From an optimization exercise on the open Yosys and OpenROAD flow, aimed at small area, a short achievable clock period and few clock cycles; shortcuts taken in it are not production practice.
Power is estimated from default activity; no workload was simulated.

## alpha
==> flow/design.v <==
package paes_pkg;
  localparam int NUM_LEVELS  = 8;
  localparam int LEVEL_DEPTH = 16;
  localparam int ID_BITS     = 8;
  localparam int LVL_W  = (NUM_LEVELS > 1) ? $clog2(NUM_LEVELS) : 1;
  localparam int Q_W    = LVL_W + 1;
  localparam int NQ     = 2 ** Q_W;
  localparam int PTR_W  = $clog2(LEVEL_DEPTH);
  localparam int CNT_W  = $clog2(LEVEL_DEPTH + 1);
  localparam int ADDR_W = Q_W + PTR_W;
  localparam int MEM_DEPTH = 2 ** ADDR_W;
  localparam int CFG_W  = 4;
  localparam int PRIO_W = 3;
  localparam int PRI_IN_W = 4;
  localparam logic [CFG_W-1:0] LEVELS_RESET = CFG_W'(4);
  typedef enum logic {
    OP_ADD  = 1'b0,
    OP_TAKE = 1'b1
  } op_t;
  typedef enum logic [1:0] {
    ST_OK    = 2'd0,
    ST_FULL  = 2'd1,
    ST_RANGE = 2'd2,
    ST_EMPTY = 2'd3
  } status_t;
  typedef struct packed {
    logic             found;
    logic [LVL_W-1:0] level;
  } pick_t;
endpackage
import paes_pkg::*;
module paes_pick (
  input  logic [NUM_LEVELS-1:0] nonempty,
  input  logic [NUM_LEVELS-1:0] mask,
  output logic [NUM_LEVELS-1:0] onehot,
  output logic                  found
);
  logic [NUM_LEVELS-1:0] v;
  logic [NUM_LEVELS-1:0] above;
  assign v = nonempty & mask;
  always_comb begin
    above[NUM_LEVELS-1] = 1'b0;
    for (int l = NUM_LEVELS - 2; l >= 0; l--) begin
      above[l] = above[l+1] | v[l+1];
    end
  end
  assign onehot = v & ~above;
  assign found  = |v;
endmodule
import paes_pkg::*;
module paes_ram #(
  parameter int WIDTH = 8,
  parameter int DEPTH = 16
) (
  input  logic                     clk,
  input  logic                     we,
  input  logic [WIDTH-1:0]         wdata,
  input  logic [$clog2(DEPTH)-1:0] ridx,
  output logic [WIDTH-1:0]         rdata
);
  logic [WIDTH*DEPTH-1:0] mem;
  always_ff @(posedge clk) begin
    if (we) begin
      mem <= {mem[WIDTH*(DEPTH-1)-1:0], wdata};
    end
  end
  assign rdata = mem[ridx*WIDTH +: WIDTH];
endmodule
import paes_pkg::*;
module priority_active_expired_scheduler (
  input  logic                clk,
  input  logic                rst,
  input  logic                cfg_write,
  input  logic [CFG_W-1:0]    cfg_data,
  input  logic                req_valid,
  output logic                req_ready,
  input  logic                req_operation,
  input  logic [ID_BITS-1:0]  req_proc_id,
  input  logic [PRI_IN_W-1:0] req_dynamic_priority,
  input  logic [PRI_IN_W-1:0] req_static_prio,
  output logic                rsp_valid,
  input  logic                rsp_ready,
  output logic [1:0]          rsp_status,
  output logic [ID_BITS-1:0]  rsp_next_id,
  output logic [PRIO_W-1:0]   rsp_priority_now,
  output logic                rsp_banks_swapped
);
  localparam int REQ_W = 1 + ID_BITS + 1 + NUM_LEVELS;
  logic [NUM_LEVELS-1:0] mask;
  logic [NUM_LEVELS-1:0] cfg_mask;
  always_comb begin
    for (int l = 0; l < NUM_LEVELS; l++) begin
      cfg_mask[l] = (l == 0) || (cfg_data > CFG_W'(l));
    end
  end
  always_ff @(posedge clk) begin
    if (rst) begin
      mask <= NUM_LEVELS'((1 << LEVELS_RESET) - 1);
    end else if (cfg_write) begin
      mask <= cfg_mask;
    end
  end
  logic                  stall;
  logic                  acc;
  logic                  i_valid, s_valid, s_free;
  logic [REQ_W-1:0]      i_req, s_req, req_bus;
  logic                  n_expired;
  logic [PRI_IN_W-1:0]   n_stat_m1;
  logic [LVL_W-1:0]      n_lvl;
  logic                  n_ok;
  logic [NUM_LEVELS-1:0] n_lvl_oh;
  assign stall     = rsp_valid && !rsp_ready;
  assign req_ready = s_free;
  assign acc       = req_valid && s_free;
  assign n_expired = req_dynamic_priority[PRI_IN_W-1];
  assign n_stat_m1 = req_static_prio - PRI_IN_W'(1);
  assign n_lvl     = n_expired ? n_stat_m1[LVL_W-1:0] : req_dynamic_priority[LVL_W-1:0];
  assign n_ok      = !(n_expired && n_stat_m1[PRI_IN_W-1]) && mask[n_lvl];
  always_comb begin
    for (int l = 0; l < NUM_LEVELS; l++) begin
      n_lvl_oh[l] = n_ok && (n_lvl == LVL_W'(l));
    end
  end
  assign req_bus = {req_operation, req_proc_id, n_expired, n_lvl_oh};
  always_ff @(posedge clk) begin
    if (rst) begin
      i_valid <= 1'b0;
      s_valid <= 1'b0;
      s_free  <= 1'b1;
    end else begin
      if (!i_valid || !stall) begin
        i_valid <= s_valid || acc;
      end
      s_valid <= s_valid ? stall : (acc && i_valid && stall);
      s_free  <= s_valid ? !stall : !(acc && i_valid && stall);
    end
  end
  always_ff @(posedge clk) begin
    if (!i_valid || !stall) begin
      i_req <= s_valid ? s_req : req_bus;
    end
    if (!s_valid) begin
      s_req <= req_bus;
    end
  end
  logic                  i_take;
  logic [ID_BITS-1:0]    i_id;
  logic                  i_expired;
  logic [NUM_LEVELS-1:0] i_lvl_oh;
  assign {i_take, i_id, i_expired, i_lvl_oh} = i_req;
  logic                  bank;
  logic [CNT_W-1:0]      count [NQ];
  logic [NQ-1:0]         ne, full;    
  logic [NQ-1:0]         inc, pop;
  always_comb begin
    for (int q = 0; q < NQ; q++) begin
      full[q] = count[q][CNT_W-1];
    end
  end
  logic                  a_bank;
  logic [NUM_LEVELS-1:0] a_full_lvl;
  logic                  a_ok, a_full;
  logic [LVL_W-1:0]      a_lvl;
  assign a_bank     = bank ^ i_expired;
  assign a_full_lvl = a_bank ? full[NQ-1:NUM_LEVELS] : full[NUM_LEVELS-1:0];
  assign a_ok       = |i_lvl_oh;
  assign a_full     = |(i_lvl_oh & a_full_lvl);
  always_comb begin
    for (int q = 0; q < NQ; q++) begin
      inc[q] = i_valid && !i_take && i_lvl_oh[q % NUM_LEVELS]
               && (a_bank == (q >= NUM_LEVELS)) && !full[q];
    end
  end
  always_comb begin
    a_lvl = '0;
    for (int l = 0; l < NUM_LEVELS; l++) begin
      if (i_lvl_oh[l]) begin
        a_lvl = a_lvl | LVL_W'(l);
      end
    end
  end
  logic [NUM_LEVELS-1:0] oh0, oh1;
  logic                  found0, found1;
  logic                  use1;
  logic [LVL_W-1:0]      t_lvl;
  logic                  t_swap;
  paes_pick u_pick0 (.nonempty(ne[NUM_LEVELS-1:0]),  .mask('1), .onehot(oh0), .found(found0));
  paes_pick u_pick1 (.nonempty(ne[NQ-1:NUM_LEVELS]), .mask('1), .onehot(oh1), .found(found1));
  assign pop[NUM_LEVELS-1:0]  = (i_valid && i_take && (!bank || !found1)) ? oh0 : '0;
  assign pop[NQ-1:NUM_LEVELS] = (i_valid && i_take && ( bank || !found0)) ? oh1 : '0;
  assign use1   = bank ? found1 : !found0;
  assign t_swap = bank ? !found1 : !found0;
  always_comb begin
    t_lvl = '0;
    for (int l = 0; l < NUM_LEVELS; l++) begin
      if (use1 ? oh1[l] : oh0[l]) begin
        t_lvl = t_lvl | LVL_W'(l);
      end
    end
  end
  always_ff @(posedge clk) begin
    if (rst) begin
      bank <= 1'b0;
      for (int q = 0; q < NQ; q++) begin
        count[q] <= '0;
        ne[q]    <= 1'b0;
      end
    end else if (cfg_write) begin
      for (int q = 0; q < NQ; q++) begin
        ne[q] <= (count[q] != '0) && cfg_mask[q % NUM_LEVELS];
      end
    end else if (!stall) begin
      if (i_valid && i_take && t_swap) begin
        bank <= ~bank;
      end
      for (int q = 0; q < NQ; q++) begin
        if (pop[q]) begin
          count[q] <= count[q] - CNT_W'(1);
          ne[q]    <= count[q] != CNT_W'(1);
        end else if (inc[q]) begin
          count[q] <= count[q] + CNT_W'(1);
          ne[q]    <= 1'b1;
        end
      end
    end
  end
  logic               r_valid;
  logic [1:0]         r_st;
  logic [LVL_W-1:0]   r_lvl;
  logic               r_sw;
  logic [NQ-1:0]      r_pop;      
  logic [ID_BITS-1:0] w_id;       
  logic [NQ-1:0]      w_en;       
  always_ff @(posedge clk) begin
    if (rst) begin
      r_valid <= 1'b0;
      r_pop   <= '0;
      w_en    <= '0;
    end else begin
      if (!stall) begin
        r_valid <= i_valid;
        r_pop   <= pop;
      end
      w_en <= stall ? '0 : inc;
    end
  end
  always_ff @(posedge clk) begin
    if (!stall) begin
      w_id <= i_take ? '0 : i_id;
      if (i_take) begin
        r_st  <= (found0 || found1) ? ST_OK : ST_EMPTY;
        r_lvl <= t_lvl;
        r_sw  <= t_swap;
      end else begin
        r_st  <= !a_ok ? ST_RANGE : a_full ? ST_FULL : ST_OK;
        r_lvl <= a_lvl;
        r_sw  <= 1'b0;
      end
    end
  end
  logic [ID_BITS-1:0] hd [NQ];
  logic [ID_BITS-1:0] rd;
  for (genvar q = 0; q < NQ; q++) begin : g_q
    paes_ram #(
      .WIDTH (ID_BITS),
      .DEPTH (LEVEL_DEPTH)
    ) u_ram (
      .clk   (clk),
      .we    (w_en[q]),
      .wdata (w_id),
      .ridx  (count[q][PTR_W-1:0]),
      .rdata (hd[q])
    );
  end
  always_comb begin
    rd = '0;
    for (int q = 0; q < NQ; q++) begin
      rd = rd | (hd[q] & {ID_BITS{r_pop[q]}});
    end
  end
  always_ff @(posedge clk) begin
    if (rst) begin
      rsp_valid <= 1'b0;
    end else if (!stall) begin
      rsp_valid <= r_valid;
    end
  end
  localparam int RSP_W = 2 + ID_BITS + PRIO_W + 1;
  logic [RSP_W-1:0] rsp_q, rsp_h, rsp_n;
  assign rsp_n = {r_st, rd | w_id, r_lvl, r_sw};
  always_ff @(posedge clk) begin
    if (!stall) begin
      rsp_h <= rsp_n;
    end
    if (rst) begin
      rsp_q <= '0;
    end else begin
      rsp_q <= stall ? rsp_h : rsp_n;
    end
  end
  assign {rsp_status, rsp_next_id, rsp_priority_now, rsp_banks_swapped} = rsp_q;
endmodule
Settings: LEC_CHECK=0, CAP_MARGIN=20, CORE_MARGIN=2, CORE_UTILIZATION=40, CTS_CLUSTER_DIAMETER=60, CTS_CLUSTER_SIZE=25, SETUP_SLACK_MARGIN=4.8, SLEW_MARGIN=20; clock period 7.5 ns.
run.sh (not shown) runs the stock make flow with config.mk's settings and CLKGATE_MAP_FILE= SYNTH_SCRIPT=/design/flow/synth_recipe.tcl, a recipe that flattens the netlist after the stock synthesis.
Changes in beta relative to alpha:
Settings: TNS_END_PERCENT now 5, previously not set.
Results
beta against alpha: setup slack at placement went down by 19 ps, global-route met1 utilization went down by 1.3 points, reported combinational group power went down by about 3%.
beta gives less post-route cell area than alpha did.
In the reports for beta and alpha, the smaller global-route total usage across every layer belongs to beta.
In beta, worst-case headroom to the max-slew limit is lower than in alpha.
beta: final core area utilization 0.52 points below alpha
Lower register-to-register path setup slack among beta and alpha: beta
No functional check of the RTL was part of any run of this note.

[re-timing with driven ports]
No port has a modelled driver above. Below, the same layouts with a new extraction and two added sets of constraints. Step 1 (the two cells are an assumption about what drives the block):
set clk [get_ports {clk}]
set_driving_cell -lib_cell sky130_fd_sc_hd__clkbuf_16 $clk
set_driving_cell -lib_cell sky130_fd_sc_hd__buf_2 [delete_from_list [all_inputs] $clk]
Step 2 moves the port delays by t, midway between the first and last clock arrival at a register: inputs arrive t later, outputs are due t later. That takes back most of the time a late clock gives input paths. Slacks: ideal ports / drivers / drivers and shift; pairs: ideal ports / drivers.
run	t, ns	setup WS [ns]	hold WS [ns]	worst data-port slew with drivers (ns)
alpha	0.932	4.544 / 4.492 / 3.888	0.420 / 0.420 / 0.420	0.10
beta	0.935	4.490 / 4.475 / 3.734	0.427 / 0.427 / 0.427	0.15
After both steps setup and hold are still met in every run listed. For beta, which loses most, drivers alone change the setup slack by -0.015 ns; drivers and shift together by -0.756 ns.
